Context: an optimization exercise on an open-source flow, tuned for small area and a short achievable clock period. The choices shown serve that exercise and are no tape-out recipe.
RTL that was checked went through simulation tests only; none was proved equivalent to the original.
Function not checked in runs 1 to 3: the RTL went through the layout flow alone.
No activity file was given, so power comes from the tool's default toggle rates.

$ cat design/flow/flow/run.sh
#!/bin/bash
# Standard ORFS layout with two changes: the port buffers are plain buffers
# instead of the delay cells buffer_ports picks on its own, and the clock tree
# uses smaller clock buffers and no dummy balancing loads.
set -euo pipefail
export BUFFER_PORTS_ARGS="-buffer_cell sky130_fd_sc_hd__buf_2"
export CTS_ARGS="-sink_clustering_enable -repair_clock_nets -dont_use_dummy_load -buf_list sky130_fd_sc_hd__clkbuf_8 -sink_clustering_size 30"
bash standard.sh > make.log 2>&1
$ cat design/flow/standard.sh
#!/bin/bash
# synth_recipe.tcl (not shown) runs the flow's synth.tcl, then flattens the netlist and writes it again
# the make line also repeats each setting of config.mk as NAME=value (left out here)
make -C /OpenROAD-flow-scripts/flow DESIGN_CONFIG=/design/flow/config.mk WORK_HOME=/design/flow/orfs CLKGATE_MAP_FILE= SYNTH_SCRIPT=/design/flow/synth_recipe.tcl "${@:-finish}"
$ cat design/flow/config.mk
export PLATFORM = sky130hd
export DESIGN_NAME = scoreboard_ctrl
export DESIGN_NICKNAME = scoreboard_ctrl
export VERILOG_FILES = /design/flow/design.v
export SDC_FILE = /design/flow/constraint.sdc
export NUM_CORES = 4
export LEC_CHECK = 0
export CAP_MARGIN = 20
export CORE_MARGIN = 2
export CORE_UTILIZATION = 70
export SETUP_SLACK_MARGIN = 1.8
export SLEW_MARGIN = 20
$ cat design/flow/constraint.sdc
create_clock -name core_clock -period 4.5 [get_ports {clk}]
set_input_delay 0.9000 -clock core_clock [delete_from_list [all_inputs] [get_ports {clk}]]
set_output_delay 0.9000 -clock core_clock [all_outputs]
set_load 0.01 [all_outputs]
$ cat design/flow/design.v
package sb_pkg;
    typedef logic [31:0] inst_t;
    typedef logic [2:0]  fu_id_t;
    typedef logic [4:0]  reg_idx_t;
    typedef logic [4:0]  fu_op_t;
    localparam int num_fu = 4;
    localparam fu_id_t fu_none = 3'd0;
    localparam fu_id_t fu_alu  = 3'd1;
    localparam fu_id_t fu_mem  = 3'd2;
    localparam fu_id_t fu_mul  = 3'd3;
    localparam fu_id_t fu_div  = 3'd4;
    localparam fu_op_t alu_add   = 5'h01;
    localparam fu_op_t alu_sub   = 5'h02;
    localparam fu_op_t alu_and   = 5'h03;
    localparam fu_op_t alu_or    = 5'h04;
    localparam fu_op_t alu_xor   = 5'h05;
    localparam fu_op_t alu_sll   = 5'h06;
    localparam fu_op_t alu_srl   = 5'h07;
    localparam fu_op_t alu_slt   = 5'h08;
    localparam fu_op_t alu_sltu  = 5'h09;
    localparam fu_op_t alu_sra   = 5'h0a;
    localparam fu_op_t alu_imm   = 5'h10;
    localparam fu_op_t alu_lui   = 5'h1b;
    localparam fu_op_t alu_auipc = 5'h1c;
    localparam fu_op_t mem_lb  = 5'b0_000_0;
    localparam fu_op_t mem_lh  = 5'b0_001_0;
    localparam fu_op_t mem_lw  = 5'b0_010_0;
    localparam fu_op_t mem_lbu = 5'b0_100_0;
    localparam fu_op_t mem_lhu = 5'b0_101_0;
    localparam fu_op_t mem_sb  = 5'b0_000_1;
    localparam fu_op_t mem_sh  = 5'b0_001_1;
    localparam fu_op_t mem_sw  = 5'b0_010_1;
    localparam fu_op_t mul_mul    = 5'd0;
    localparam fu_op_t mul_mulh   = 5'd1;
    localparam fu_op_t mul_mulhsu = 5'd2;
    localparam fu_op_t mul_mulhu  = 5'd3;
    localparam fu_op_t div_div    = 5'd0;
    localparam fu_op_t div_divu   = 5'd1;
    localparam fu_op_t div_rem    = 5'd2;
    localparam fu_op_t div_remu   = 5'd3;
    localparam logic [6:0] opc_r     = 7'b0110011;
    localparam logic [6:0] opc_i     = 7'b0010011;
    localparam logic [6:0] opc_load  = 7'b0000011;
    localparam logic [6:0] opc_store = 7'b0100011;
    localparam logic [6:0] opc_lui   = 7'b0110111;
    localparam logic [6:0] opc_auipc = 7'b0010111;
    localparam logic [6:0] f7_base   = 7'h00;
    localparam logic [6:0] f7_muldiv = 7'h01;
    localparam logic [6:0] f7_alt    = 7'h20;
endpackage
module scoreboard_ctrl (
    input  logic                      clk,
    input  logic                      rst,
    input  sb_pkg::inst_t             inst,
    input  logic                      inst_valid,
    input  logic [sb_pkg::num_fu-1:0] fu_done,
    output logic                      issue_ack,
    output logic [sb_pkg::num_fu-1:0] ro_en,
    output sb_pkg::fu_op_t            ro_op,
    output sb_pkg::reg_idx_t          rs1_ctrl,
    output sb_pkg::reg_idx_t          rs2_ctrl,
    output logic                      reg_write,
    output sb_pkg::fu_id_t            wb_fu,
    output sb_pkg::reg_idx_t          rd_ctrl
);
    logic [4:1]      busy;     
    logic [4:1]      pre;      
    logic [4:1]      rdy1;     
    logic [4:1]      rdy2;
    logic [4:1]      done;     
    logic [4:1][4:0] dst;      
    logic [4:1][4:0] src1;
    logic [4:1][4:0] src2;
    logic [4:0]      op1;      
    logic [3:0]      op2;      
    logic [1:0]      op3;      
    logic [1:0]      op4;
    logic [6:0] opc;
    logic [2:0] f3;
    logic [6:0] f7;
    logic [4:0] rd, rs1, rs2;
    assign opc = inst[6:0];
    assign f3  = inst[14:12];
    assign f7  = inst[31:25];
    assign rd  = inst[11:7];
    assign rs1 = inst[19:15];
    assign rs2 = inst[24:20];
    logic is_r, is_i, is_ld, is_st, is_lui, is_auipc;
    assign is_r     = (opc == sb_pkg::opc_r);
    assign is_i     = (opc == sb_pkg::opc_i);
    assign is_ld    = (opc == sb_pkg::opc_load);
    assign is_st    = (opc == sb_pkg::opc_store);
    assign is_lui   = (opc == sb_pkg::opc_lui);
    assign is_auipc = (opc == sb_pkg::opc_auipc);
    logic f7_0, f7_20, f7_1;
    assign f7_0  = (f7 == sb_pkg::f7_base);
    assign f7_20 = (f7 == sb_pkg::f7_alt);
    assign f7_1  = (f7 == sb_pkg::f7_muldiv);
    logic [4:1] val;           
    assign val[1] = (is_r && (f7_0 || (f7_20 && (f3 == 3'h0 || f3 == 3'h5)))) ||
                    (is_i && (f3 == 3'h1 ? f7_0 : (f3 == 3'h5 ? (f7_0 || f7_20) : 1'b1))) ||
                    is_lui || is_auipc;
    assign val[2] = (is_ld && (f3 != 3'h3 && f3 != 3'h6 && f3 != 3'h7)) ||
                    (is_st && !f3[2] && f3 != 3'h3);
    assign val[3] = is_r && f7_1 && !f3[2];
    assign val[4] = is_r && f7_1 &&  f3[2];
    logic [4:0] alu_op;
    logic       alu_alt;
    assign alu_alt = inst[30] && (inst[5] || f3 == 3'h5);
    always_comb begin
        case (f3)
            3'h0:    alu_op = alu_alt ? sb_pkg::alu_sub : sb_pkg::alu_add;
            3'h1:    alu_op = sb_pkg::alu_sll;
            3'h2:    alu_op = sb_pkg::alu_slt;
            3'h3:    alu_op = sb_pkg::alu_sltu;
            3'h4:    alu_op = sb_pkg::alu_xor;
            3'h5:    alu_op = alu_alt ? sb_pkg::alu_sra : sb_pkg::alu_srl;
            3'h6:    alu_op = sb_pkg::alu_or;
            default: alu_op = sb_pkg::alu_and;
        endcase
        if (!inst[5]) alu_op = alu_op | sb_pkg::alu_imm;
        if (inst[2])  alu_op = inst[5] ? sb_pkg::alu_lui : sb_pkg::alu_auipc;
    end
    logic [4:1][4:0] n_dst, n_src1, n_src2;
    logic [4:1]      has_s1, has_s2, has_d;
    assign has_d  = {1'b1, 1'b1, !inst[5], 1'b1};
    assign has_s1 = {1'b1, 1'b1, 1'b1, !inst[2]};
    assign has_s2 = {1'b1, 1'b1, inst[5], inst[5] && !inst[2]};
    always_comb begin
        for (int u = 1; u <= 4; u++) begin
            n_dst[u]  = has_d[u]  ? rd  : 5'd0;
            n_src1[u] = has_s1[u] ? rs1 : 5'd0;
            n_src2[u] = has_s2[u] ? rs2 : 5'd0;
        end
    end
    logic [4:1] wake1, wake2;
    logic       rd_nz, rs1_nz, rs2_nz;
    assign rd_nz  = (rd  != 5'd0);
    assign rs1_nz = (rs1 != 5'd0);
    assign rs2_nz = (rs2 != 5'd0);
    logic [4:1] rs1_hit, rs2_hit, rd_hit;    
    logic [4:1] rd_s1, rd_s2;                
    always_comb begin
        for (int v = 1; v <= 4; v++) begin
            rs1_hit[v] = rs1_nz && (rs1 == dst[v]);
            rs2_hit[v] = rs2_nz && (rs2 == dst[v]);
            rd_hit[v]  = rd_nz  && (rd  == dst[v]);
            rd_s1[v]   = rd_nz  && (rd  == src1[v]);
            rd_s2[v]   = rd_nz  && (rd  == src2[v]);
        end
    end
    logic [4:1] rog;
    logic [4:1][4:1] war;
    always_ff @(posedge clk) begin
        for (int v = 1; v <= 4; v++)
            for (int u = 1; u <= 4; u++)
                if (u != v) begin
                    if (!busy[v])
                        war[v][u] <= has_d[v] && !rog[u] &&
                                     ((rdy1[u] && rd_s1[u]) || (rdy2[u] && rd_s2[u]));
                    else
                        war[v][u] <= war[v][u] && !rog[u];
                end
    end
    logic [4:1] wbg, done_n, rdy1_n, rdy2_n, war_n, wb_req_n, wbg_n;
    logic [4:0] rd_n;
    logic [4:1] ro_req;
    assign rog = {ro_req[4] & ~|ro_req[3:1], ro_req[3] & ~|ro_req[2:1], ro_req[2] & ~ro_req[1], ro_req[1]};
    always_comb begin
        for (int u = 1; u <= 4; u++) begin
            done_n[u] = busy[u] && !wbg[u] && (done[u] || fu_done[u-1]);
            rdy1_n[u] = busy[u] && !rog[u] && !wbg[u] && (rdy1[u] || wake1[u]);
            rdy2_n[u] = busy[u] && !rog[u] && !wbg[u] && (rdy2[u] || wake2[u]);
        end
        for (int v = 1; v <= 4; v++) begin
            war_n[v] = 1'b0;
            for (int u = 1; u <= 4; u++)
                if (u != v && war[v][u] && !rog[u])
                    war_n[v] = 1'b1;
        end
    end
    assign wb_req_n = done_n & ~war_n;
    assign wbg_n = {wb_req_n[4] & ~|wb_req_n[3:1], wb_req_n[3] & ~|wb_req_n[2:1],
                    wb_req_n[2] & ~wb_req_n[1], wb_req_n[1]};
    assign rd_n  = ({5{wbg_n[1]}} & dst[1]) | ({5{wbg_n[2]}} & dst[2]) |
                   ({5{wbg_n[3]}} & dst[3]) | ({5{wbg_n[4]}} & dst[4]);
    logic [4:0] rd_q;
    always_ff @(posedge clk or posedge rst) begin
        if (rst) wbg <= '0;
        else     wbg <= wbg_n;
    end
    always_ff @(posedge clk) rd_q <= rd_n;
    logic       waw, pend1, pend2, dec_valid, issue_en;
    logic [4:1] issue;
    assign waw   = |(busy & rd_hit);
    assign pend1 = |(busy & ~wbg & rs1_hit);
    assign pend2 = |(busy & ~wbg & rs2_hit);
    assign dec_valid = |val;
    always_comb begin
        for (int u = 1; u <= 4; u++)
            issue[u] = inst_valid && val[u] && !busy[u] && !(has_d[u] && waw);
    end
    assign issue_en = (inst_valid && !dec_valid) || (|issue);
    always_comb begin
        for (int u = 1; u <= 4; u++) begin
            wake1[u] = pre[u] && (|wbg) && (rd_q == src1[u]);
            wake2[u] = pre[u] && (|wbg) && (rd_q == src2[u]);
        end
    end
    always_ff @(posedge clk or posedge rst) begin
        if (rst) begin
            busy      <= '0;
            pre       <= '0;
            rdy1      <= '0;
            rdy2      <= '0;
            ro_req    <= '0;
            done      <= '0;
            issue_ack <= 1'b0;
        end else begin
            issue_ack <= issue_en;
            for (int u = 1; u <= 4; u++) begin
                if (busy[u]) begin
                    busy[u] <= !wbg[u];
                    pre[u]  <= pre[u] && !rog[u] && !wbg[u];
                    rdy1[u] <= !rog[u] && !wbg[u] && (rdy1[u] || wake1[u]);
                    rdy2[u] <= !rog[u] && !wbg[u] && (rdy2[u] || wake2[u]);
                    ro_req[u] <= !rog[u] && !wbg[u] && (rdy1[u] || wake1[u]) && (rdy2[u] || wake2[u]);
                    done[u] <= !wbg[u] && (done[u] || fu_done[u-1]);
                end else begin
                    busy[u] <= issue[u];
                    pre[u]  <= issue[u];
                    rdy1[u] <= issue[u] && !(has_s1[u] && pend1);
                    rdy2[u] <= issue[u] && !(has_s2[u] && pend2);
                    ro_req[u] <= issue[u] && !(has_s1[u] && pend1) && !(has_s2[u] && pend2);
                    done[u] <= 1'b0;
                end
            end
        end
    end
    always_ff @(posedge clk) begin
        for (int u = 1; u <= 4; u++) begin
            if (!busy[u]) begin
                dst[u]  <= n_dst[u];
                src1[u] <= n_src1[u];
                src2[u] <= n_src2[u];
            end
        end
        if (!busy[1]) op1 <= alu_op;
        if (!busy[2]) op2 <= {f3, inst[5]};
        if (!busy[3]) op3 <= f3[1:0];
        if (!busy[4]) op4 <= f3[1:0];
    end
    assign ro_en     = rog;
    assign ro_op     = ({5{rog[1]}} & op1) | ({5{rog[2]}} & {1'b0, op2}) |
                       ({5{rog[3]}} & {3'b0, op3}) | ({5{rog[4]}} & {3'b0, op4});
    assign rs1_ctrl  = ({5{rog[1]}} & src1[1]) | ({5{rog[2]}} & src1[2]) |
                       ({5{rog[3]}} & src1[3]) | ({5{rog[4]}} & src1[4]);
    assign rs2_ctrl  = ({5{rog[1]}} & src2[1]) | ({5{rog[2]}} & src2[2]) |
                       ({5{rog[3]}} & src2[3]) | ({5{rog[4]}} & src2[4]);
    assign reg_write = |wbg;
    assign wb_fu     = {wbg[4], wbg[2] | wbg[3], wbg[1] | wbg[3]};
    assign rd_ctrl   = rd_q;
endmodule
==> out/qor.yml, run 1 <==
run_status:
  status: "timing/DRC/antenna clean"
synth:
  ys_ff_latch: 119
  ys_seq_area_share_pct: 49.8
  netlist.area_leader.share_pct: 33.5
  syn_nets: 658
  synth_warnings: 1
  yosys.area.top_type: "edfxtp_1"
  synth.area.top_cells: "edfxtp_1, xor2_1, dfrtp_1, xnor2_1, dfxtp_1"
  synthArstFlopShare_pct: 24.4
  ys_types: 54
  synth_edf_count: 73
  synth-main-ff-cell: "edfxtp_1"
  avgSynthCellArea_um2: 10.6
  synthesis.area_um2: 6540
  synthCells: 619
floorplanning:
  die_y_um: 101
  die_width_um: 101
  initial_core_util_pct: 71.5
  fp.dieArea_um2: 10100
  core_um2: 9150
  pin_count: 68
  rows: 35
power:
  p_seq_share_pct: 56.1
  pwr-share-comb_pct: 18.6
  finalPower_mw: 2.71
  p_sw_share_pct: 31.5
  power_density_nw_per_um2: 373
  internal_power_mw: 1.86
  net-switching-power_mw: 0.853
  leakage_nw: 3.00
  clkPwrFrac_pct: 25.3
  peakVddDrop_uv: 263
flow_run:
  maxCapViolCount: 0
worst_setup_path:
  slowest_delay_ps: 560
  required_ps: 3600
  worst_r2r_startpoint: "ro_req[1]"
  cp_slowest_cell: "or4b_4"
  startpoint: "ro_req[1]"
  critical_path_class: "reg2out"
  reg2reg_depth: 7
  worst-path-max-fanout: 8
  cp_cell_sequence: "or4b_4, clkinvlp_4, a22oi_1, nand2_1, buf_2"
  rrSetupSlack_ps: 1890
  reg2reg_to: "rd_q[4]"
  arrival_ps: 1990
  critPathLaunchType: "register"
  cp-end-kind: "output pin"
sta:
  final-hold-violation-count: 0
  slew-limit-headroom_pct: 37.3
  whs_ps: 471
  setup-tns-final_ps: 0
  finalWorstSetupSlack_ps: 1610
  fmax_mhz: 346
  slew_viol_final: 0
  setup_viol: 0
  fin_crit_sh_pct: 64.2
  rsz0062_at_grt: "true"
  worst_slew_pin_slew_ps: 940
  post-route-min-period_ps: 2890
  finClkSkew_ps: 21.8
clock_tree:
  clock_sinks: 119
  root_buffer: "clkbuf_8"
  clkTransAtPathRegs_ps: 60
  insertion_delay_ps: 430
  cts_buffers: 17
  htree_levels: 4
  cts_hold_buf: 0
  cts_tree: "done"
  clk_path_buf_depth: 2
cells_and_area:
  fin_nets: 711
  fillerInstances: 615
  area_delta_synth_final_pct: 11.1
  drive_gt1_share_pct: 19.7
  antenna_cells: 0
place:
  place_hpwl_mm: 12.8
  dpl_worst_slack_ps: 1270
  io_buffers: 67
  globalplace.congestion: 0.960
route:
  wl_per_cell_um: 24.7
  drc_errors: 0
  postRouteAntennaNets: 0
  postRouteWirelength_mm: 19.3
  via_per_inst: 6.99
  drt_iter0_drc: 757
  firstDrtPassIters: 6
  vias: 5459
global_route:
  antenna_found_initial: 0
  grt_overflow: 0
  grt_pass1_wl_mm: 28.9
  gr-usage-met2_pct: 58.4
  grt_busiest_layer: "met2"
  track_usage_pct: 39.1
  met3_usage_pct: 9.85
  first_global_vias: 5244
  gr-usage-met1_pct: 54.2
  grt_max_degree: 30
min_path:
  min_from: "pre[4]"
  hold_class: "reg2reg"
  hold_depth: 2
  min_to: "pre[4]"
[metal layers]
layer / vias to the layer above / share of wire (%) / routed length (um)
met5: - / 0 / 0
met1: 2596 / 36 / 7040
met4: 0 / 4.4 / 856
li1: 2303 / - / -
met2: 469 / 46 / 8810
met3: 91 / 13 / 2600
[per-stage QoR]
| step | std cells | area [um2] | utilization, % |
|---|---|---|---|
| floorplan | 619 | 6540 | - |
| global placement | 752 | 6830 | 74.6 |
| detailed placement | 752 | 6830 | 74.6 |
| CTS | 777 | 7150 | 78.1 |
| global route | 781 | 7270 | 79.4 |
| finish | 781 | 7270 | 79.4 |
[power by group through the flow]
stage | clock network (mW) | logic [mW] | registers, mW
2_1_floorplan | 0 | 0.394 | 1.43
4_1_cts | 0.685 | 0.488 | 1.50
3_3_place_gp | 0 | 0.462 | 1.52
3_5_place_dp | 0 | 0.484 | 1.52
6_report | 0.687 | 0.503 | 1.52
5_1_grt | 0.731 | 0.545 | 1.52
[worst max path at each step]
| stage | depth (start not counted) | endpoint |
|---|---|---|
| 4_1_cts | 5 | rs2_ctrl[2] |
| 3_5_place_dp | 5 | rs1_ctrl[1] |
| 5_1_grt | 5 | rs1_ctrl[1] |
| 2_1_floorplan | 6 | ro_op[0] |
| 3_3_place_gp | 5 | rs2_ctrl[2] |
| 6_report | 5 | rs2_ctrl[2] |
[cells in the mapped netlist (13+ instances only)]
cell type / n
dfxtp_1: 17
nand2_1: 40
a22oi_1: 26
clkbuf_1: 34
xor2_1: 83
nor3_1: 20
edfxtp_1: 73
nor2b_1: 16
dfrtp_1: 29
and2_1: 13
o21ai_0: 14
nand3_1: 22
nor4_1: 17
nor2_1: 26
o21ai_1: 14
xnor2_1: 57
[critical path: cells and delay by family, from the launching register on]
family          cells  cell delay (ps)
buf+inv             2              330
compound gates      1              120
simple gates        2              640
flops               1              480
[cells by family after synthesis]
group                  count (synthesis)  synth area share [%]
flip-flops                           119                  49.8
AND/OR/NAND/NOR                      204                  16.7
XOR/XNOR                             140                  18.7
buffers and inverters                 55                  3.50
multiplexers                           1                 0.153
AO/OA/AOI/OAI                        100                  11.2
[final cells by class]
class / instances / area (um2) / share of cell area, %
Multi-Input combinational cell: 445 / 3150 / 43.4
Timing Repair inverter: 3 / 21.3 / 0.293
Tap cell: 111 / 139 / 1.91
Sequential cell: 119 / 3260 / 44.9
Clock buffer: 17 / 234 / 3.22
Inverter: 10 / 52.6 / 0.723
Timing Repair Buffer: 76 / 409 / 5.63
[cell usage in the layout, fill, tap and decap left out, drive strengths merged, types with 2 or more instances in the layout]
cell,netlist,routed
or2,4,4
and3,7,7
xor2,83,83
nor2b,16,16
dfxtp,17,17
a31oi,5,5
nand3,22,22
nand2,41,41
and3b,2,2
clkbuf,34,17
o32ai,2,2
a211o,4,4
a41oi,2,2
edfxtp,73,73
o21a,2,2
nand4,12,12
nor3,20,20
o21ai,28,28
o211ai,2,2
a41o,3,3
nor4,17,17
o22ai,2,2
nand2b,10,10
clkinvlp,0,4
buf,11,76
o31ai,4,4
nor3b,2,2
xnor2,57,57
o2111ai,4,4
inv,10,9
a22o,2,2
dfrtp,29,29
and2,13,13
a21oi,5,5
a22oi,31,31
nor2,26,26
or4,6,6
[registers in the layout (all words and copies together), names as in the netlist, 4 cells and up]
register and flops:
dst 20, src1 20, src2 20, war 12
op1 5, rd_q 5, busy 4, done 4
op2 4, pre 4, rdy1 4, rdy2 4
ro_req 4, wbg 4
[what timing repair did]
action / CTS / global route
setup buffers: 6 / 3
gates resized for setup: 12 / 22
setup endpoints to repair: 24 / 30
cloned: 2 / 1
pin swaps: 7 / 1
==> run 2: changes to the inputs <==
--- a/design/flow/design.v
+++ b/design/flow/design.v
@@ -162,15 +162,13 @@
                         war[v][u] <= war[v][u] && !rog[u];
                 end
     end
-    logic [4:1] wbg, done_n, rdy1_n, rdy2_n, war_n, wb_req_n, wbg_n;
+    logic [4:1] ro_req, wbg, done_n, war_n, wb_req_n, wbg_n;
     logic [4:0] rd_n;
-    logic [4:1] ro_req;
+    assign ro_req = rdy1 & rdy2;
     assign rog = {ro_req[4] & ~|ro_req[3:1], ro_req[3] & ~|ro_req[2:1], ro_req[2] & ~ro_req[1], ro_req[1]};
     always_comb begin
         for (int u = 1; u <= 4; u++) begin
             done_n[u] = busy[u] && !wbg[u] && (done[u] || fu_done[u-1]);
-            rdy1_n[u] = busy[u] && !rog[u] && !wbg[u] && (rdy1[u] || wake1[u]);
-            rdy2_n[u] = busy[u] && !rog[u] && !wbg[u] && (rdy2[u] || wake2[u]);
         end
         for (int v = 1; v <= 4; v++) begin
             war_n[v] = 1'b0;
@@ -210,30 +208,32 @@
     always_ff @(posedge clk or posedge rst) begin
         if (rst) begin
             busy      <= '0;
-            pre       <= '0;
             rdy1      <= '0;
             rdy2      <= '0;
-            ro_req    <= '0;
-            done      <= '0;
             issue_ack <= 1'b0;
         end else begin
             issue_ack <= issue_en;
             for (int u = 1; u <= 4; u++) begin
                 if (busy[u]) begin
                     busy[u] <= !wbg[u];
-                    pre[u]  <= pre[u] && !rog[u] && !wbg[u];
                     rdy1[u] <= !rog[u] && !wbg[u] && (rdy1[u] || wake1[u]);
                     rdy2[u] <= !rog[u] && !wbg[u] && (rdy2[u] || wake2[u]);
-                    ro_req[u] <= !rog[u] && !wbg[u] && (rdy1[u] || wake1[u]) && (rdy2[u] || wake2[u]);
-                    done[u] <= !wbg[u] && (done[u] || fu_done[u-1]);
                 end else begin
                     busy[u] <= issue[u];
-                    pre[u]  <= issue[u];
                     rdy1[u] <= issue[u] && !(has_s1[u] && pend1);
                     rdy2[u] <= issue[u] && !(has_s2[u] && pend2);
-                    ro_req[u] <= issue[u] && !(has_s1[u] && pend1) && !(has_s2[u] && pend2);
-                    done[u] <= 1'b0;
                 end
+            end
+        end
+    end
+    always_ff @(posedge clk) begin
+        for (int u = 1; u <= 4; u++) begin
+            if (busy[u]) begin
+                pre[u]  <= pre[u] && !rog[u] && !wbg[u];
+                done[u] <= !wbg[u] && (done[u] || fu_done[u-1]);
+            end else begin
+                pre[u]  <= 1'b1;
+                done[u] <= 1'b0;
             end
         end
     end
==> out/qor.yml, run 2 <==
worst_setup_path:
  critPathLaunchType: "register"  # unchanged
  critPathBufInv: 3  # was 2
  worst-path-max-fanout: 13  # was 8
  arrival_ps: 2050  # was 1990 ps
  crit_family: "simple AND/OR/NAND/NOR gates"  # unchanged
  slowest_delay_ps: 450  # was 560 ps
  cp_common_cell: "nand2_1"
  cp_slowest_cell: "dfrtp_2"  # was or4b_4
  critical_path_class: "reg2out"  # unchanged
  cp-end-kind: "output pin"  # unchanged
  cp_cell_sequence: "a22o_4, or3_4, clkinvlp_4, buf_12, nand2_1, nand2_1, buf_2"  # was or4b_4, clkinvlp_4, a22oi_1, nand2_1, buf_2
  required_ps: 3600  # about the same
sta:
  slew-limit-headroom_pct: 24.9  # was 37.3%
  slew_viol_final: 0  # unchanged
  fmax_mhz: 339  # was 346 MHz
  fin_crit_sh_pct: 65.6  # was 64.2%
  final-hold-violation-count: 0  # unchanged
  setup_viol: 0  # unchanged
  worst_slew_pin_slew_ps: 1120  # was 940 ps
  post-route-min-period_ps: 2950  # was 2890 ps
  setup-tns-final_ps: 0  # unchanged
  rsz0062_at_grt: "true"  # unchanged
  finClkSkew_ps: 27.1  # was 21.8 ps
cells_and_area:
  seq_area_um2: 3120  # was 3260 um2
  multi_input_area_um2: 3060  # was 3150 um2
  fillerInstances: 540  # was 615
  largest_registers: "dst (20), src1 (20), src2 (20)"  # unchanged
  mostFrequentLayoutCell: "xor2_1"  # unchanged
  drive_gt1_share_pct: 18.9  # was 19.7%
  fin_nets: 703  # was 711
  antenna_cells: 0  # unchanged
  area_delta_synth_final_pct: 12.5  # was 11.1%
  final_cell_mix: "xor2_1, edfxtp_1, buf_2"  # unchanged
synth:
  yosys.area.top_type: "edfxtp_1"  # unchanged
  ys_ff_latch: 115  # was 119
  synth_warnings: 1  # unchanged
  avgSynthCellArea_um2: 10.6  # about the same
  synthArstFlopShare_pct: 14.8  # was 24.4%
  netlist.area_leader.share_pct: 34.6  # was 33.5%
  synthesis.area_um2: 6340  # was 6540 um2
  synth.most_common_cell: "xor2_1"  # unchanged
  syn_nets: 638  # was 658
  synthCells: 599  # was 619
  synth.area.top_cells: "edfxtp_1, xor2_1, xnor2_1, dfxtp_1, dfrtp_1"  # was edfxtp_1, xor2_1, dfrtp_1, xnor2_1, dfxtp_1
  ys_seq_area_share_pct: 49.2  # was 49.8%
  synth_edf_count: 73  # unchanged
  synth-main-ff-cell: "edfxtp_1"  # unchanged
  synth_common_cells: "xor2_1, edfxtp_1, xnor2_1, nand2_1, o21ai_0"  # was xor2_1, edfxtp_1, xnor2_1, nand2_1, clkbuf_1
  ys_types: 50  # was 54
clock_tree:
  root_buffer: "clkbuf_8"  # unchanged
  clkTransAtPathRegs_ps: 50  # was 60 ps
  cts_buffers: 17  # unchanged
  clock_sinks: 115  # was 119
  htree_levels: 4  # unchanged
  cts_tree: "done"  # unchanged
  clk_path_buf_depth: 2  # unchanged
  insertion_delay_ps: 440  # was 430 ps
global_route:
  first_global_vias: 5347  # was 5244
  antenna_found_initial: 0  # unchanged
  grt_overflow: 0  # unchanged
  grt_max_degree: 27  # was 30
  grt_pass1_wl_mm: 29.3  # was 28.9 mm
  track_usage_pct: 40.0  # was 39.1%
route:
  drc_errors: 0  # unchanged
  wl_per_cell_um: 25.0  # was 24.7 um
  drt_iter0_drc: 734  # was 757
  postRouteWirelength_mm: 19.2  # was 19.3 mm
  postRouteAntennaNets: 0  # unchanged
  vias: 5454  # was 5459
  firstDrtPassIters: 6  # unchanged
  via_per_inst: 7.08  # was 6.99
power:
  peakVddDrop_uv: 331  # was 263 uV
  power_density_nw_per_um2: 385  # was 373 nW/um2
  finalPower_mw: 2.74  # was 2.71 mW
  leakage_nw: 2.89  # was 3.00 nW
floorplanning:
  core_um2: 8760  # was 9150 um2
  die_y_um: 99.2  # was 101 um
  rows: 34  # was 35
  pin_count: 68  # unchanged
  die_width_um: 99.2  # was 101 um
  fp.dieArea_um2: 9830  # was 10100 um2
  initial_core_util_pct: 72.3  # was 71.5%
min_path:
  hold_class: "reg2reg"  # unchanged
run_status:
  status: "timing/DRC/antenna clean"  # unchanged
place:
  place_hpwl_mm: 13.0  # was 12.8 mm
  globalplace.congestion: 1.01  # was 0.960
  io_buffers: 67  # unchanged
flow_run:
  maxCapViolCount: 0  # unchanged
==> run 2: changes by cell type after synthesis, moves of 8 or more <==
cell	before	now
o21ai_0	14	26
o31ai_1	4	14
nor3_1	20	12
clkbuf_1	34	18
buf_2	6	17
o21ai_1	14	0
a22oi_1	26	0
dfrtp_1	29	17
nand2_1	40	50
a222oi_1	0	12
dfxtp_1	17	25
==> run 2: final cells by class <==
| cell class | instances | area share, % |
|---|---|---|
| well taps | 108 | 1.89 |
| repair buffers | 86 | 7.33 |
| flip-flops and latches | 115 | 43.8 |
| inverters | 11 | 0.737 |
| multi-input cells | 432 | 42.9 |
| clock buffers | 17 | 3.28 |
| repair inverters | 1 | 0.105 |
==> run 2: tightest hold or removal path, stage by stage, from the launching register on <==
cell	delay, ps
dfxtp_1	300
nor2_1	80
nor2_1	50
==> run 2: where the power goes <==
group	switching (mW)	internal, mW
clock network	0.354	0.330
logic	0.317	0.233
registers	0.221	1.29
==> run 2: through the flow <==
step | util [%] | instance area [um2] | std cells | hold WS (ps) | setup WS, ps
2_1_floorplan | - | 6340 | 599 | 437 | 1820
3_3_place_gp | 75.6 | 6630 | 734 | 462 | 1380
3_5_place_dp | 75.6 | 6630 | 734 | 472 | 1330
4_1_cts | 80.4 | 7040 | 764 | 480 | 1610
5_1_grt | 81.4 | 7130 | 770 | 496 | 1490
6_report | 81.4 | 7130 | 770 | 478 | 1550
==> run 2: worst paths after layout <==
kind / slack (ps) / startpoint / depth (start not counted) / endpoint
min: 480 / done[1] / 2 / done[1]
min reg2reg: 480 / done[1] / 2 / done[1]
min in group asynchronous: 570 / rst / 2 / wbg[4]
max in group asynchronous: 3430 / rst / 2 / rdy2[1]
max: 1550 / rdy2[2] / 7 / rs2_ctrl[2]
max reg2reg: 2070 / rdy1[1] / 8 / rd_q[0]
==> run 2: repair_timing <==
action / 4_1_cts / 5_1_grt
gates cloned: 1 / 1
resized for setup: 15 / 10
pin swaps: 3 / 5
buffers inserted: 12 / 5
endpoints found under the setup margin: 22 / 17
hold buffers: 0 / 0
==> run 2: cells by family after synthesis <==
| family | share of synthesized area [%] |
|---|---|
| and+or+nand+nor | 16.1 |
| xor gates and xnor gates | 19.3 |
| DFF | 49.2 |
| AOI/OAI and AO/OA | 11.0 |
| buffers and inverters | 3.61 |
| muxes | 0.790 |
==> run 2: layer usage <==
layer / global-route usage (%) / share of wire [%]
met2: 62.1 / 45
met1: 53.4 / 36
met5: 0 / 0
met4: 21.1 / 5.3
met3: 8.64 / 14
==> run 3: changes to the inputs <==
--- a/design/flow/config.mk
+++ b/design/flow/config.mk
@@ -7,6 +7,6 @@
 export LEC_CHECK = 0
 export CAP_MARGIN = 20
 export CORE_MARGIN = 2
-export CORE_UTILIZATION = 70
+export CORE_UTILIZATION = 65
 export SETUP_SLACK_MARGIN = 1.8
 export SLEW_MARGIN = 20
==> out/qor.yml, run 3 <==
clock_tree:
  clock_sinks: 115  # unchanged
  cts_tree: "done"  # unchanged
  cts_buffers: 17  # unchanged
  cts_hold_buf: 0  # unchanged
  clkTransAtPathRegs_ps: 60  # was 50 ps
  root_buffer: "clkbuf_8"  # unchanged
  htree_levels: 4  # unchanged
  insertion_delay_ps: 440  # about the same
  clk_path_buf_depth: 2  # unchanged
worst_setup_path:
  startpoint: "rdy1[1]"  # was rdy2[2]
  critPathLaunchType: "register"  # unchanged
  cp-end-kind: "output pin"  # unchanged
  critical_path_class: "reg2out"  # unchanged
  required_ps: 3600  # about the same
  worst-path-max-fanout: 12  # was 13
  arrival_ps: 1960  # was 2050 ps
  worst_r2r_startpoint: "rdy2[1]"  # was rdy1[1]
power:
  clkPwrFrac_pct: 24.9  # was 25.0%
  internal_power_mw: 1.85  # about the same
  power_density_nw_per_um2: 380  # was 385 nW/um2
  p_seq_share_pct: 55.3  # was 55.0%
  p_sw_share_pct: 32.0  # was 32.5%
  net-switching-power_mw: 0.871  # was 0.892 mW
  leakage_nw: 2.88  # was 2.89 nW
  peakVddDrop_uv: 298  # was 331 uV
  pwr-share-comb_pct: 19.8  # was 20.1%
sta:
  setup-tns-final_ps: 0  # unchanged
  worst_slew_pin_slew_ps: 1090  # was 1120 ps
  post-route-min-period_ps: 2860  # was 2950 ps
  slew-limit-headroom_pct: 27.5  # was 24.9%
  slew_viol_final: 0  # unchanged
  setup_viol: 0  # unchanged
  final-hold-violation-count: 0  # unchanged
  finClkSkew_ps: 20.9  # was 27.1 ps
  rsz0062_at_grt: "true"  # unchanged
  fmax_mhz: 350  # was 339 MHz
  fin_crit_sh_pct: 63.5  # was 65.6%
synth:
  ys_seq_area_share_pct: 49.2  # unchanged
  ys_ff_latch: 115  # unchanged
  synth_common_cells: "xor2_1, edfxtp_1, xnor2_1, nand2_1, o21ai_0"  # unchanged
  ys_types: 50  # unchanged
  yosys.area.top_type: "edfxtp_1"  # unchanged
  avgSynthCellArea_um2: 10.6  # unchanged
  synth-main-ff-cell: "edfxtp_1"  # unchanged
  synthCells: 599  # unchanged
  netlist.area_leader.share_pct: 34.6  # unchanged
  synthesis.area_um2: 6340  # unchanged
  syn_nets: 638  # unchanged
  synth_edf_count: 73  # unchanged
  synthArstFlopShare_pct: 14.8  # unchanged
  synth.most_common_cell: "xor2_1"  # unchanged
  synth_warnings: 1  # unchanged
  synth.area.top_cells: "edfxtp_1, xor2_1, xnor2_1, dfxtp_1, dfrtp_1"  # unchanged
global_route:
  grt_max_degree: 27  # unchanged
  first_global_vias: 5160  # was 5347
  grt_overflow: 0  # unchanged
  antenna_found_initial: 0  # unchanged
  track_usage_pct: 37.0  # was 40.0%
  grt_pass1_wl_mm: 28.2  # was 29.3 mm
cells_and_area:
  mostFrequentLayoutCell: "xor2_1"  # unchanged
  multi_input_area_um2: 3040  # was 3060 um2
  fillerInstances: 716  # was 540
  seq_area_um2: 3120  # about the same
  largest_registers: "dst (20), src1 (20), src2 (20)"  # unchanged
  area_delta_synth_final_pct: 13.0  # was 12.5%
  final_util_pct: 74.3  # was 81.4%
  drive_gt1_share_pct: 18.4  # was 18.9%
  antenna_cells: 0  # unchanged
  final_cell_mix: "xor2_1, edfxtp_1, buf_2"  # unchanged
  fin_nets: 704  # was 703
floorplanning:
  initial_core_util_pct: 65.8  # was 72.3%
  fp.dieArea_um2: 10600  # was 9830 um2
  pin_count: 68  # unchanged
  die_y_um: 103  # was 99.2 um
  rows: 36  # was 34
  core_um2: 9640  # was 8760 um2
  die_width_um: 103  # was 99.2 um
route:
  drc_errors: 0  # unchanged
  drt_iter0_drc: 608  # was 734
  wl_per_cell_um: 23.1  # was 25.0 um
  firstDrtPassIters: 8  # was 6
  postRouteAntennaNets: 0  # unchanged
  postRouteWirelength_mm: 18.4  # was 19.2 mm
  vias: 5260  # was 5454
  via_per_inst: 6.61  # was 7.08
min_path:
  min_from: "done[3]"  # was done[1]
  hold_class: "reg2reg"  # unchanged
place:
  globalplace.congestion: 0.997  # was 1.01
  place_hpwl_mm: 12.9  # was 13.0 mm
  io_buffers: 67  # unchanged
run_status:
  status: "timing/DRC/antenna clean"  # unchanged
flow_run:
  maxCapViolCount: 0  # unchanged
-- run 3: cell counts after synthesis --
No cell type changed its count.
-- run 3: worst max-delay path: stages, from the launching register on --
cell,delay (ps)
dfrtp_2,450
a22o_1,230
or3_4,350
clkinvlp_4,100
buf_12,130
nand2_1,60
nand2_1,70
buf_2,130
-- run 3: power by group through the flow --
stage	registers [mW]	logic (mW)	clock network [mW]
6_report	1.51	0.540	0.677
5_1_grt	1.52	0.591	0.730
4_1_cts	1.50	0.534	0.684
3_5_place_dp	1.52	0.528	0
3_3_place_gp	1.51	0.512	0
2_1_floorplan	1.41	0.434	0
-- run 3: path summary, 6_finish.rpt --
check	slack, ps	to	cells after the start
max	1640	rs2_ctrl[2]	7
min	480	done[3]	2
max reg2reg	2090	rd_q[0]	7
min reg2reg	480	done[3]	2
max in group asynchronous	3460	rdy2[1]	2
min in group asynchronous	560	busy[1]	2
-- run 3: cell type report --
cell class,instances,share of cell area [%]
sequential,115,43.6
inverter,11,0.733
tap,133,2.32
timing repair buffer,87,7.65
clock buffer,17,3.27
multi-input combinational,432,42.4
timing repair inverter,1,0.105
-- run 3: metal layers --
layer  track usage, %  up-vias  share of wire [%]
li1                 -     2293                  -
met1             49.1     2558                 39
met2             56.1      344                 47
met3             11.3       65                 11
met4             16.9        0                3.6
met5                0        -                  0
-- run 3: through the flow --
stage	hold slack [ps]	cells	setup slack [ps]	total power, mW	instance area (um2)
after global routing	492	796	1560	2.84	7160
after detailed placement	468	759	1430	2.04	6660
after CTS	479	794	1650	2.71	7110
after floorplan	437	599	1820	1.84	6340
after global placement	462	759	1360	2.02	6660
final	480	796	1640	2.72	7160
-- run 3: kinds of logic after synthesis --
logic type | count (synthesis) | synth area share, %
and+or+nand+nor | 197 | 16.1
DFF | 115 | 49.2
AOI/OAI and AO/OA | 90 | 11.0
buffers and inverters | 52 | 3.61
xor gates and xnor gates | 140 | 19.3
muxes | 5 | 0.790
-- run 3: what timing repair did --
| item | 4_1_cts | 5_1_grt |
|---|---|---|
| buffers inserted | 17 | 1 |
| resized for setup | 16 | 3 |
| setup endpoints to repair | 22 | 19 |
| pin swaps | 7 | 3 |
| cloned | 1 | 0 |
==> run 4: changes to the inputs <==
--- a/design/flow/design.v
+++ b/design/flow/design.v
@@ -162,10 +162,8 @@
                         war[v][u] <= war[v][u] && !rog[u];
                 end
     end
-    logic [4:1] ro_req, wbg, done_n, war_n, wb_req_n, wbg_n;
+    logic [4:1] wbg, done_n, war_n, wb_req_n, wbg_n;
     logic [4:0] rd_n;
-    assign ro_req = rdy1 & rdy2;
-    assign rog = {ro_req[4] & ~|ro_req[3:1], ro_req[3] & ~|ro_req[2:1], ro_req[2] & ~ro_req[1], ro_req[1]};
     always_comb begin
         for (int u = 1; u <= 4; u++) begin
             done_n[u] = busy[u] && !wbg[u] && (done[u] || fu_done[u-1]);
@@ -205,25 +203,35 @@
             wake2[u] = pre[u] && (|wbg) && (rd_q == src2[u]);
         end
     end
+    logic [4:1] busy_n, rdy1_n, rdy2_n, rq_n, rog_n;
+    always_comb begin
+        for (int u = 1; u <= 4; u++) begin
+            if (busy[u]) begin
+                busy_n[u] = !wbg[u];
+                rdy1_n[u] = !rog[u] && !wbg[u] && (rdy1[u] || wake1[u]);
+                rdy2_n[u] = !rog[u] && !wbg[u] && (rdy2[u] || wake2[u]);
+            end else begin
+                busy_n[u] = issue[u];
+                rdy1_n[u] = issue[u] && !(has_s1[u] && pend1);
+                rdy2_n[u] = issue[u] && !(has_s2[u] && pend2);
+            end
+        end
+    end
+    assign rq_n  = rdy1_n & rdy2_n;
+    assign rog_n = {rq_n[4] & ~|rq_n[3:1], rq_n[3] & ~|rq_n[2:1], rq_n[2] & ~rq_n[1], rq_n[1]};
     always_ff @(posedge clk or posedge rst) begin
         if (rst) begin
             busy      <= '0;
             rdy1      <= '0;
             rdy2      <= '0;
+            rog       <= '0;
             issue_ack <= 1'b0;
         end else begin
+            busy      <= busy_n;
+            rdy1      <= rdy1_n;
+            rdy2      <= rdy2_n;
+            rog       <= rog_n;
             issue_ack <= issue_en;
-            for (int u = 1; u <= 4; u++) begin
-                if (busy[u]) begin
-                    busy[u] <= !wbg[u];
-                    rdy1[u] <= !rog[u] && !wbg[u] && (rdy1[u] || wake1[u]);
-                    rdy2[u] <= !rog[u] && !wbg[u] && (rdy2[u] || wake2[u]);
-                end else begin
-                    busy[u] <= issue[u];
-                    rdy1[u] <= issue[u] && !(has_s1[u] && pend1);
-                    rdy2[u] <= issue[u] && !(has_s2[u] && pend2);
-                end
-            end
         end
     end
     always_ff @(posedge clk) begin
==> out/qor.yml, run 4 <==
run_status:
  status: "timing/DRC/antenna clean"  # unchanged
global_route:
  gr-usage-met1_pct: 45.7  # was 49.1%
  first_global_vias: 5017  # was 5160
  grt_busiest_layer: "met2"  # unchanged
  antenna_found_initial: 0  # unchanged
  grt_max_degree: 25  # was 27
  met3_usage_pct: 8.73  # was 11.3%
  grt_pass1_wl_mm: 28.5  # was 28.2 mm
  gr-usage-met2_pct: 55.3  # was 56.1%
  grt_overflow: 0  # unchanged
  track_usage_pct: 34.9  # was 37.0%
worst_setup_path:
  worst-path-max-fanout: 9  # was 12
  critPathLaunchType: "input pin"  # was register
  crit_family: "compound AO/OA/AOI/OAI gates"  # was simple AND/OR/NAND/NOR gates
  cp_cell_sequence: "buf_2, xnor2_1, nand4_1, nor3_1, nor4_1, o221ai_1, a22o_1, a2111oi_2"  # was a22o_1, or3_4, clkinvlp_4, buf_12, nand2_1, nand2_1, buf_2
  path_depth: 8  # was 7
  cp_slowest_cell: "nor4_1"  # was dfrtp_2
  rrSetupSlack_ps: 1920  # was 2090 ps
  reg2reg_depth: 6  # was 7
  startpoint: "inst[24]"  # was rdy1[1]
  arrival_ps: 2920  # was 1960 ps
  crit_path_end: "rog[4]"  # was rs2_ctrl[2]
  cp-end-kind: "register"  # was output pin
  slowest_delay_ps: 640  # was 450 ps
  required_ps: 4820  # was 3600 ps
  critPathBufInv: 1  # was 3
  worst_r2r_startpoint: "busy[2]"  # was rdy2[1]
  reg2reg_to: "rog[4]"  # was rd_q[0]
  critical_path_class: "in2reg"  # was reg2out
synth:
  yosys.area.top_type: "edfxtp_1"  # unchanged
  avgSynthCellArea_um2: 10.9  # was 10.6 um2
  synth.most_common_cell: "xnor2_1"  # was xor2_1
  synthesis.area_um2: 6650  # was 6340 um2
  synth_warnings: 1  # unchanged
  synthCells: 612  # was 599
  syn_nets: 651  # was 638
  ys_types: 61  # was 50
  synth_edf_count: 73  # unchanged
  synth_compound_area_share_pct: 10.3  # was 11.0%
  synth_xor_area_share_pct: 18.4  # was 19.3%
  ys_ff_latch: 119  # was 115
  netlist.area_leader.share_pct: 33.0  # was 34.6%
  synth.area.top_cells: "edfxtp_1, xnor2_1, xor2_1, dfrtp_1, dfxtp_1"  # was edfxtp_1, xor2_1, xnor2_1, dfxtp_1, dfrtp_1
  synth-simple-area-share_pct: 17.6  # was 16.1%
  synth_common_cells: "xnor2_1, edfxtp_1, xor2_1, nand2_1, nor2_1"  # was xor2_1, edfxtp_1, xnor2_1, nand2_1, o21ai_0
  synth-main-ff-cell: "edfxtp_1"  # unchanged
  ys_seq_area_share_pct: 48.4  # was 49.2%
  synthArstFlopShare_pct: 17.6  # was 14.8%
  synth-adder-area-share_pct: 0  # unchanged
  synth_top_family_by_area: "XOR/XNOR gates"  # unchanged
  synthMuxAreaShare_pct: 1.20  # was 0.790%
cells_and_area:
  final_cell_mix: "xnor2_1, edfxtp_1, xor2_1"  # was xor2_1, edfxtp_1, buf_2
  seq_area_um2: 3220  # was 3120 um2
  antenna_cells: 0  # unchanged
  final_util_pct: 73.5  # was 74.3%
  fillerInstances: 688  # was 716
  multi_input_area_um2: 3190  # was 3040 um2
  drive_gt1_share_pct: 17.5  # was 18.4%
  largest_registers: "dst (20), src1 (20), src2 (20)"  # unchanged
  area_delta_synth_final_pct: 9.04  # was 13.0%
  fin_nets: 704  # unchanged
  mostFrequentLayoutCell: "xnor2_1"  # was xor2_1
sta:
  setup-tns-final_ps: 0  # unchanged
  finClkSkew_ps: 32.3  # was 20.9 ps
  slew-limit-headroom_pct: 44.8  # was 27.5%
  worst_slew_pin_slew_ps: 827  # was 1090 ps
  slew_viol_final: 0  # unchanged
  fin_crit_sh_pct: 57.8  # was 63.5%
  whs_ps: 445  # was 480 ps
  setup_viol: 0  # unchanged
  rsz0062_at_grt: "true"  # unchanged
  final-hold-violation-count: 0  # unchanged
  post-route-min-period_ps: 2600  # was 2860 ps
  fmax_mhz: 385  # was 350 MHz
min_path:
  hold_class: "reg2reg"  # unchanged
  min_from: "pre[2]"  # was done[3]
clock_tree:
  clk_path_buf_depth: 2  # unchanged
  cts_hold_buf: 0  # unchanged
  htree_levels: 4  # unchanged
  clkTransAtPathRegs_ps: 80  # was 60 ps
  clock_sinks: 119  # was 115
  cts_tree: "done"  # unchanged
  cts_buffers: 17  # unchanged
  root_buffer: "clkbuf_8"  # unchanged
  insertion_delay_ps: 450  # was 440 ps
floorplanning:
  die_y_um: 105  # was 103 um
  rows: 36  # unchanged
  die_width_um: 105  # was 103 um
  core_um2: 9860  # was 9640 um2
  fp.dieArea_um2: 11100  # was 10600 um2
  pin_count: 68  # unchanged
  initial_core_util_pct: 67.4  # was 65.8%
power:
  peakVddDrop_uv: 391  # was 298 uV
  leakage_nw: 2.92  # was 2.88 nW
  power_density_nw_per_um2: 513  # was 380 nW/um2
route:
  vias: 5183  # was 5260
  firstDrtPassIters: 5  # was 8
  drc_errors: 0  # unchanged
  via_per_inst: 6.51  # was 6.61
  wl_per_cell_um: 23.2  # was 23.1 um
  postRouteAntennaNets: 0  # unchanged
  drt_iter0_drc: 482  # was 608
  postRouteWirelength_mm: 18.5  # was 18.4 mm
flow_run:
  maxCapViolCount: 0  # unchanged
place:
  place_hpwl_mm: 13.1  # was 12.9 mm
  globalplace.congestion: 0.984  # was 0.997
  io_buffers: 67  # unchanged
## run 4: cell count changes in the layout (fill, tap and decap cells not counted), moves of 10 or more
cell	delta
nand3_1	-12
xor2_1	-16
nor4_1	-13
nor2_1	+10
o31ai_1	-13
o21ai_0	-11
xnor2_1	+16
nor3_1	+10
a222oi_1	-12
a22oi_1	+29
## run 4: layer usage
| metal | vias to the layer above | share of wire, % | wire [um] |
|---|---|---|---|
| met1 | 2538 | 39 | 7230 |
| met3 | 54 | 9.4 | 1740 |
| li1 | 2288 | - | - |
| met5 | - | 0 | 0 |
| met4 | 0 | 3.3 | 600 |
| met2 | 303 | 48 | 8890 |
## run 4: power breakdown
group / internal, mW / leakage, nW / switching (mW)
Clock: 0.330 / 0.122 / 0.345
Combinational: 0.478 / 1.54 / 0.644
Sequential: 1.51 / 1.26 / 0.407
## run 4: cell families (layout without fill, tap and decap cells)
group	Yosys count	count (layout)
buffers and inverters	49	100
DFF	119	119
xor gates and xnor gates	140	140
muxes	8	8
and+or+nand+nor	210	210
AOI/OAI and AO/OA	86	86
## run 4: layout make-up
class                           instances  share of cell area (%)
Timing Repair Buffer                   74                    5.56
Sequential cell                       119                    44.5
Tap cell                              133                    2.30
Inverter                                9                   0.466
Clock buffer                           17                    3.23
Multi-Input combinational cell        444                    44.0
## run 4: metrics by stage
step / cell area [um2] / instances / worst slack (ps) / total power, mW
after floorplan: 6650 / 612 / 1810 / 2.60
after global placement: 6950 / 777 / 1420 / 2.98
after detailed placement: 6950 / 777 / 1340 / 3.01
after CTS: 7200 / 794 / 1840 / 3.68
after global routing: 7250 / 796 / 1800 / 3.88
final: 7250 / 796 / 1900 / 3.72
## run 4: worst reg2reg max path, cell delays in order (launching register included)
cell and delay, ps:
dfrtp_1 480, nand2b_1 390, nor3_1 120, nor4_1 600, o221ai_1 300, a22o_1 270, a2111oi_2 280
## run 4: what timing repair did
action,4_1_cts,5_1_grt
endpoints found under the setup margin,9,11
setup buffers,0,2
resized for setup,4,9
## run 4: how the worst min path moves through the flow
stage,to,cells past startpoint
finish,pre[2],2
global route,pre[2],2
CTS,pre[2],2
detailed placement,pre[2],2
global placement,pre[2],2
floorplan,pre[3],2
==> run 5: changes to the inputs <==
--- a/design/flow/config.mk
+++ b/design/flow/config.mk
@@ -8,5 +8,5 @@
 export CAP_MARGIN = 20
 export CORE_MARGIN = 2
 export CORE_UTILIZATION = 65
-export SETUP_SLACK_MARGIN = 1.8
+export SETUP_SLACK_MARGIN = 2.2
 export SLEW_MARGIN = 20
==> out/qor.yml, run 5 <==
run_status:
  status: "timing/DRC/antenna clean"  # unchanged
synth:
  synth_edf_count: 73  # unchanged
  ys_types: 61  # unchanged
  ys_seq_area_share_pct: 48.4  # unchanged
  yosys.area.top_type: "edfxtp_1"  # unchanged
  synth.area.top_cells: "edfxtp_1, xnor2_1, xor2_1, dfrtp_1, dfxtp_1"  # unchanged
  synthesis.area_um2: 6650  # unchanged
  synth_common_cells: "xnor2_1, edfxtp_1, xor2_1, nand2_1, nor2_1"  # unchanged
  synth-main-ff-cell: "edfxtp_1"  # unchanged
  synth.most_common_cell: "xnor2_1"  # unchanged
  synth_warnings: 1  # unchanged
  synthArstFlopShare_pct: 17.6  # unchanged
  avgSynthCellArea_um2: 10.9  # unchanged
  netlist.area_leader.share_pct: 33.0  # unchanged
  ys_ff_latch: 119  # unchanged
  syn_nets: 651  # unchanged
  synthCells: 612  # unchanged
route:
  via_per_inst: 6.52  # was 6.51
  postRouteAntennaNets: 0  # unchanged
  drt_iter0_drc: 522  # was 482
  wl_per_cell_um: 24.4  # was 23.2 um
  vias: 5470  # was 5183
  postRouteWirelength_mm: 20.4  # was 18.5 mm
  drc_errors: 0  # unchanged
  firstDrtPassIters: 5  # unchanged
sta:
  setup-tns-final_ps: 0  # unchanged
  worst_slew_pin_slew_ps: 806  # was 827 ps
  finClkSkew_ps: 17.4  # was 32.3 ps
  fmax_mhz: 408  # was 385 MHz
  slew_viol_final: 0  # unchanged
  slew-limit-headroom_pct: 46.2  # was 44.8%
  rsz0062_at_grt: "true"  # unchanged
  post-route-min-period_ps: 2450  # was 2600 ps
  setup_viol: 0  # unchanged
  fin_crit_sh_pct: 54.4  # was 57.8%
  final-hold-violation-count: 0  # unchanged
floorplanning:
  initial_core_util_pct: 67.4  # unchanged
  die_width_um: 105  # unchanged
  die_y_um: 105  # unchanged
  pin_count: 68  # unchanged
  core_um2: 9860  # unchanged
  rows: 36  # unchanged
  fp.dieArea_um2: 11100  # unchanged
cells_and_area:
  mostFrequentLayoutCell: "edfxtp_1"  # was xnor2_1
  fin_nets: 747  # was 704
  antenna_cells: 0  # unchanged
  drive_gt1_share_pct: 32.2  # was 17.5%
  largest_registers: "dst (20), src1 (20), src2 (20)"  # unchanged
  area_delta_synth_final_pct: 22.3  # was 9.04%
  final_cell_mix: "edfxtp_1, xnor2_1, xor2_1"  # was xnor2_1, edfxtp_1, xor2_1
  stdcell_count: 839  # was 796
worst_setup_path:
  reg2reg_depth: 7  # was 6
  crit_family: "flip-flops"  # was compound AO/OA/AOI/OAI gates
  critical_path_class: "reg2out"  # was in2reg
  path_depth: 4  # was 8
  rrSetupSlack_ps: 2140  # was 1920 ps
  critPathBufInv: 2  # was 1
  cp_slowest_cell: "dfrtp_4"  # was nor4_1
  reg2reg_to: "rog[3]"  # was rog[4]
  required_ps: 3600  # was 4820 ps
  arrival_ps: 1550  # was 2920 ps
  crit_path_end: "rs2_ctrl[3]"  # was rog[4]
  slowest_delay_ps: 510  # was 640 ps
  worst_r2r_startpoint: "src2[1]"  # was busy[2]
  cp-end-kind: "output pin"  # was register
  cp_cell_sequence: "buf_12, a22oi_2, nand2_1, buf_2"  # was buf_2, xnor2_1, nand4_1, nor3_1, nor4_1, o221ai_1, a22o_1, a2111oi_2
  startpoint: "rog[1]"  # was inst[24]
  worst-path-max-fanout: 10  # was 9
  critPathLaunchType: "register"  # was input pin
min_path:
  hold_class: "reg2reg"  # unchanged
place:
  place_inst: 777  # unchanged
  place_hpwl_mm: 13.1  # about the same
  globalplace.congestion: 1.06  # was 0.984
  io_buffers: 67  # unchanged
clock_tree:
  cts_buffers: 17  # unchanged
  htree_levels: 4  # unchanged
  clk_path_buf_depth: 2  # unchanged
  root_buffer: "clkbuf_8"  # unchanged
  cts_hold_buf: 0  # unchanged
  clock_sinks: 119  # unchanged
  clkTransAtPathRegs_ps: 70  # was 80 ps
  cts_tree: "done"  # unchanged
  insertion_delay_ps: 450  # about the same
power:
  peakVddDrop_uv: 406  # was 391 uV
  net-switching-power_mw: 1.53  # was 1.40 mW
  pwr-share-comb_pct: 32.6  # was 30.2%
  leakage_nw: 3.26  # was 2.92 nW
  clkPwrFrac_pct: 17.4  # was 18.2%
  internal_power_mw: 2.40  # was 2.32 mW
  power_density_nw_per_um2: 484  # was 513 nW/um2
  p_sw_share_pct: 39.0  # was 37.6%
  p_seq_share_pct: 50.0  # was 51.6%
global_route:
  grt_max_degree: 25  # unchanged
  grt_pass1_wl_mm: 30.1  # was 28.5 mm
  grt_overflow: 0  # unchanged
  antenna_found_initial: 0  # unchanged
  first_global_vias: 5380  # was 5017
  track_usage_pct: 37.0  # was 34.9%
flow_run:
  maxCapViolCount: 0  # unchanged
## run 5: changes by cell type in the layout (fill, tap and decap cells not counted), sizes merged
| cell | previous run | this run |
|---|---|---|
| buf | 69 | 115 |
| clkbuf | 22 | 19 |
## run 5: stage by stage
stage / setup WS, ps / cell area [um2] / power (mW) / utilization [%] / hold slack [ps]
after detailed placement: 1290 / 6970 / 3.04 / 70.7 / 442
after CTS: 2070 / 7730 / 3.79 / 78.4 / 452
after global routing: 2020 / 8130 / 4.08 / 82.4 / 469
after global placement: 1430 / 6970 / 3.01 / 70.7 / 427
final: 2050 / 8130 / 3.93 / 82.4 / 454
after floorplan: 1810 / 6670 / 2.60 / - / 416
## run 5: cells by family (layout without fill, tap and decap cells)
logic type,after synthesis,count (layout),share of synthesized area [%]
DFF,119,119,48.4
AOI/OAI and AO/OA,86,86,10.3
muxes,8,8,1.20
and+or+nand+nor,210,210,17.6
xor gates and xnor gates,140,140,18.4
buffers and inverters,49,143,3.99
## run 5: worst min-delay path by stage
stage | start | to | cells past startpoint
floorplan | pre[3] | pre[3] | 2
global placement | pre[2] | pre[2] | 2
detailed placement | pre[3] | pre[3] | 2
CTS | pre[3] | pre[3] | 2
global route | pre[3] | pre[3] | 2
finish | pre[4] | pre[4] | 2
## run 5: final cells by class
class                           instances  area (um2)
Clock buffer                           17         234
Fill cell                             581        1730
Inverter                                9        38.8
Multi-Input combinational cell        444        3530
Sequential cell                       119        3240
Tap cell                              133         166
Timing Repair Buffer                  117         921
## run 5: worst reg2reg max path: cells and delay by family, from the launching register on
family	cells	cell delay (ps)
xor gates and xnor gates	1	180
DFF	1	460
and+or+nand+nor	4	1060
AOI/OAI and AO/OA	2	570
## run 5: layer usage
metal	wire length [um]	up-vias	global-route usage, %
met4	1010	0	19.7
met5	0	-	0
li1	-	2370	-
met2	9720	388	58.3
met1	7550	2624	46.7
met3	2160	88	9.79
## run 5: power groups by stage
stage / combinational (mW) / clock (mW) / sequential [mW]
2_1_floorplan: 0.851 / 0 / 1.75
3_3_place_gp: 1.08 / 0 / 1.93
3_5_place_dp: 1.10 / 0 / 1.94
4_1_cts: 1.17 / 0.684 / 1.94
5_1_grt: 1.36 / 0.734 / 1.98
6_report: 1.28 / 0.686 / 1.97
## run 5: what timing repair did
item	in CTS	in global routing
cloned	0	0
resized for setup	80	47
buffers inserted	24	21
pin swaps	23	21
setup endpoints to repair	39	25
==> run 6: changes to the inputs <==
--- a/design/flow/config.mk
+++ b/design/flow/config.mk
@@ -8,5 +8,5 @@
 export CAP_MARGIN = 20
 export CORE_MARGIN = 2
 export CORE_UTILIZATION = 65
-export SETUP_SLACK_MARGIN = 2.2
+export SETUP_SLACK_MARGIN = 2.1
 export SLEW_MARGIN = 20
==> out/qor.yml, run 6 <==
cells_and_area:
  stdcell_count: 813  # was 839
  fin_nets: 721  # was 747
  largest_registers: "dst (20), src1 (20), src2 (20)"  # unchanged
  drive_gt1_share_pct: 26.2  # was 32.2%
  area_delta_synth_final_pct: 16.5  # was 22.3%
  seq_area_um2: 3240  # about the same
  antenna_cells: 0  # unchanged
  mostFrequentLayoutCell: "xnor2_1"  # was edfxtp_1
  final_cell_mix: "xnor2_1, edfxtp_1, xor2_1"  # was edfxtp_1, xnor2_1, xor2_1
  fillerInstances: 641  # was 581
  multi_input_area_um2: 3400  # was 3530 um2
worst_setup_path:
  worst_r2r_startpoint: "rd_q[1]"  # was src2[1]
  slowest_delay_ps: 550  # was 510 ps
  required_ps: 4860  # was 3600 ps
  reg2reg_depth: 7  # unchanged
  cp-end-kind: "register"  # was output pin
  rrSetupSlack_ps: 1990  # was 2140 ps
  cp_common_cell: "nor3_1"
  worst-path-max-fanout: 9  # was 10
  cp_cell_sequence: "xor2_1, nor3_1, a41oi_1, nor3_1, nand2_1, a211oi_4, and4b_1"  # was buf_12, a22oi_2, nand2_1, buf_2
  cp_slowest_cell: "nor3_1"  # was dfrtp_4
  reg2reg_to: "rog[3]"  # unchanged
  arrival_ps: 2870  # was 1550 ps
  critPathLaunchType: "register"  # unchanged
  critical_path_class: "reg2reg"  # was reg2out
synth:
  synthCells: 612  # unchanged
  ys_seq_area_share_pct: 48.4  # unchanged
  synth-main-ff-cell: "edfxtp_1"  # unchanged
  yosys.area.top_type: "edfxtp_1"  # unchanged
  synth_edf_count: 73  # unchanged
  avgSynthCellArea_um2: 10.9  # unchanged
  synth.area.top_cells: "edfxtp_1, xnor2_1, xor2_1, dfrtp_1, dfxtp_1"  # unchanged
  synth_common_cells: "xnor2_1, edfxtp_1, xor2_1, nand2_1, nor2_1"  # unchanged
  ys_types: 61  # unchanged
  synth_warnings: 1  # unchanged
  ys_ff_latch: 119  # unchanged
  synth.most_common_cell: "xnor2_1"  # unchanged
  synthesis.area_um2: 6650  # unchanged
  synthArstFlopShare_pct: 17.6  # unchanged
  syn_nets: 651  # unchanged
  netlist.area_leader.share_pct: 33.0  # unchanged
global_route:
  grt_pass1_wl_mm: 28.9  # was 30.1 mm
  met3_usage_pct: 9.86  # was 9.79%
  track_usage_pct: 35.8  # was 37.0%
  antenna_found_initial: 0  # unchanged
  grt_max_degree: 25  # unchanged
  gr-usage-met1_pct: 45.5  # was 46.7%
  grt_overflow: 0  # unchanged
  first_global_vias: 5201  # was 5380
  gr-usage-met2_pct: 56.5  # was 58.3%
  grt_busiest_layer: "met2"  # unchanged
power:
  leakage_nw: 3.08  # was 3.26 nW
  power_density_nw_per_um2: 494  # was 484 nW/um2
  peakVddDrop_uv: 354  # was 406 uV
clock_tree:
  insertion_delay_ps: 470  # was 450 ps
  cts_hold_buf: 0  # unchanged
  htree_levels: 4  # unchanged
  clock_sinks: 119  # unchanged
  cts_buffers: 17  # unchanged
  clkTransAtPathRegs_ps: 70  # about the same
  clk_path_buf_depth: 2  # unchanged
  cts_tree: "done"  # unchanged
  root_buffer: "clkbuf_8"  # unchanged
floorplanning:
  die_y_um: 105  # unchanged
  core_um2: 9860  # unchanged
  rows: 36  # unchanged
  die_width_um: 105  # unchanged
  fp.dieArea_um2: 11100  # unchanged
  pin_count: 68  # unchanged
  initial_core_util_pct: 67.4  # unchanged
sta:
  post-route-min-period_ps: 2510  # was 2450 ps
  final-hold-violation-count: 0  # unchanged
  worst_slew_pin_slew_ps: 847  # was 806 ps
  slew-limit-headroom_pct: 43.5  # was 46.2%
  slew_viol_final: 0  # unchanged
  setup-tns-final_ps: 0  # unchanged
  setup_viol: 0  # unchanged
  fmax_mhz: 398  # was 408 MHz
  rsz0062_at_grt: "true"  # unchanged
  fin_crit_sh_pct: 55.9  # was 54.4%
  finClkSkew_ps: 20.1  # was 17.4 ps
flow_run:
  maxCapViolCount: 0  # unchanged
route:
  firstDrtPassIters: 8  # was 5
  postRouteAntennaNets: 0  # unchanged
  postRouteWirelength_mm: 19.8  # was 20.4 mm
  drc_errors: 0  # unchanged
  vias: 5346  # was 5470
  drt_iter0_drc: 463  # was 522
  wl_per_cell_um: 24.4  # about the same
  via_per_inst: 6.58  # was 6.52
min_path:
  hold_depth: 2  # unchanged
  hold_class: "reg2reg"  # unchanged
  min_to: "pre[2]"  # was pre[4]
  min_from: "pre[2]"  # was pre[4]
place:
  io_buffers: 67  # unchanged
  place_hpwl_mm: 13.1  # about the same
  globalplace.congestion: 0.969  # was 1.06
  place_inst: 777  # unchanged
run_status:
  status: "timing/DRC/antenna clean"  # unchanged
run 6: where the power goes:
group | total, mW | switching [mW] | internal [mW]
clock network | 0.696 | 0.366 | 0.330
logic | 1.17 | 0.681 | 0.490
registers | 1.96 | 0.442 | 1.52
total | 3.82 | 1.49 | 2.33
run 6: layout make-up:
type / instances / share of cell area (%)
clock buffer: 17 / 3.02
inverter: 9 / 0.469
multi-input combinational: 444 / 44.0
sequential: 119 / 41.8
tap: 133 / 2.15
timing repair buffer: 91 / 8.54
run 6: worst max path at each step:
stage	startpoint	to	slack [ps]
after CTS	wbg[4]	reg_write	2070
after floorplan	inst[7]	rog[3]	1810
final	rd_q[1]	rog[3]	1990
after global routing	rd_q[1]	rog[3]	1920
after global placement	inst[11]	rog[3]	1410
after detailed placement	inst[10]	rog[3]	1330
run 6: worst max-delay path: cells and delay by family (launching register included):
kind / cells / cell delay [ps]
simple gates: 4 / 1230
flops: 1 / 520
compound gates: 2 / 510
xor+xnor: 1 / 150
run 6: per-stage QoR:
step                      utilization [%]  setup slack, ps  hold WS [ps]  cell area, um2  total power, mW
final                                78.5             1990           451            7740             3.82
after detailed placement             70.7             1330           438            6970             3.02
after global routing                 78.5             1920           466            7740             3.96
after floorplan                         -             1810           416            6670             2.60
after global placement               70.7             1410           425            6970             3.00
after CTS                            75.6             2070           447            7460             3.73
run 6: logic make-up after synthesis:
family                    synth area share, %
muxes                                    1.20
buffers and inverters                    3.99
xor gates and xnor gates                 18.4
DFF                                      48.4
AOI/OAI and AO/OA                        10.3
and+or+nand+nor                          17.6
run 6: per-layer routing:
layer	part of all wire (%)	vias to the layer above
li1	-	2308
met2	48	387
met1	38	2570
met5	0	-
met4	4.5	0
met3	9.4	81
run 6: timing repair:
item | CTS | global route
setup buffers | 9 | 9
pin swaps | 4 | 6
resized for setup | 42 | 38
cloned | 0 | 1
setup endpoints to repair | 29 | 23

re-timing with driven ports:
How much do the figures lean on ideal ports? The routed layouts below were timed once more, with nothing changed but the port constraints.
Step 1, drivers: a clkbuf_16 drives clk and a buf_2 each remaining input, both assumed.
Step 2 adds t to the input delays and takes it off the output delays; t is the mean of the earliest and latest rising clock arrival at the registers after step 1. Input paths then give back, and output paths get back, about the clock's delay inside the block.
a / b / c = no drivers / after step 1 / after step 2; a / b = the first two.
run | shift t [ns] | slack for setup (ns) | worst setup path at the end | cell pins on the clock port's net
run 1 | 0.459 | 1.609 / 1.573 / 1.317 | input to register | 1
run 2 | 0.460 | 1.546 / 1.511 / 1.608 | input to register | 1
run 3 | 0.462 | 1.641 / 1.606 / 1.622 | input to register | 1
run 4 | 0.475 | 1.901 / 1.913 / 1.438 | input to register | 1
run 5 | 0.477 | 2.050 / 2.011 / 1.674 | input to register | 1
run 6 | 0.490 | 1.985 / 1.985 / 1.588 | input to register | 1
After both steps every run listed still meets setup and hold. For run 4, which loses most, drivers alone change the setup slack by +0.012 ns; drivers and shift together by -0.463 ns.
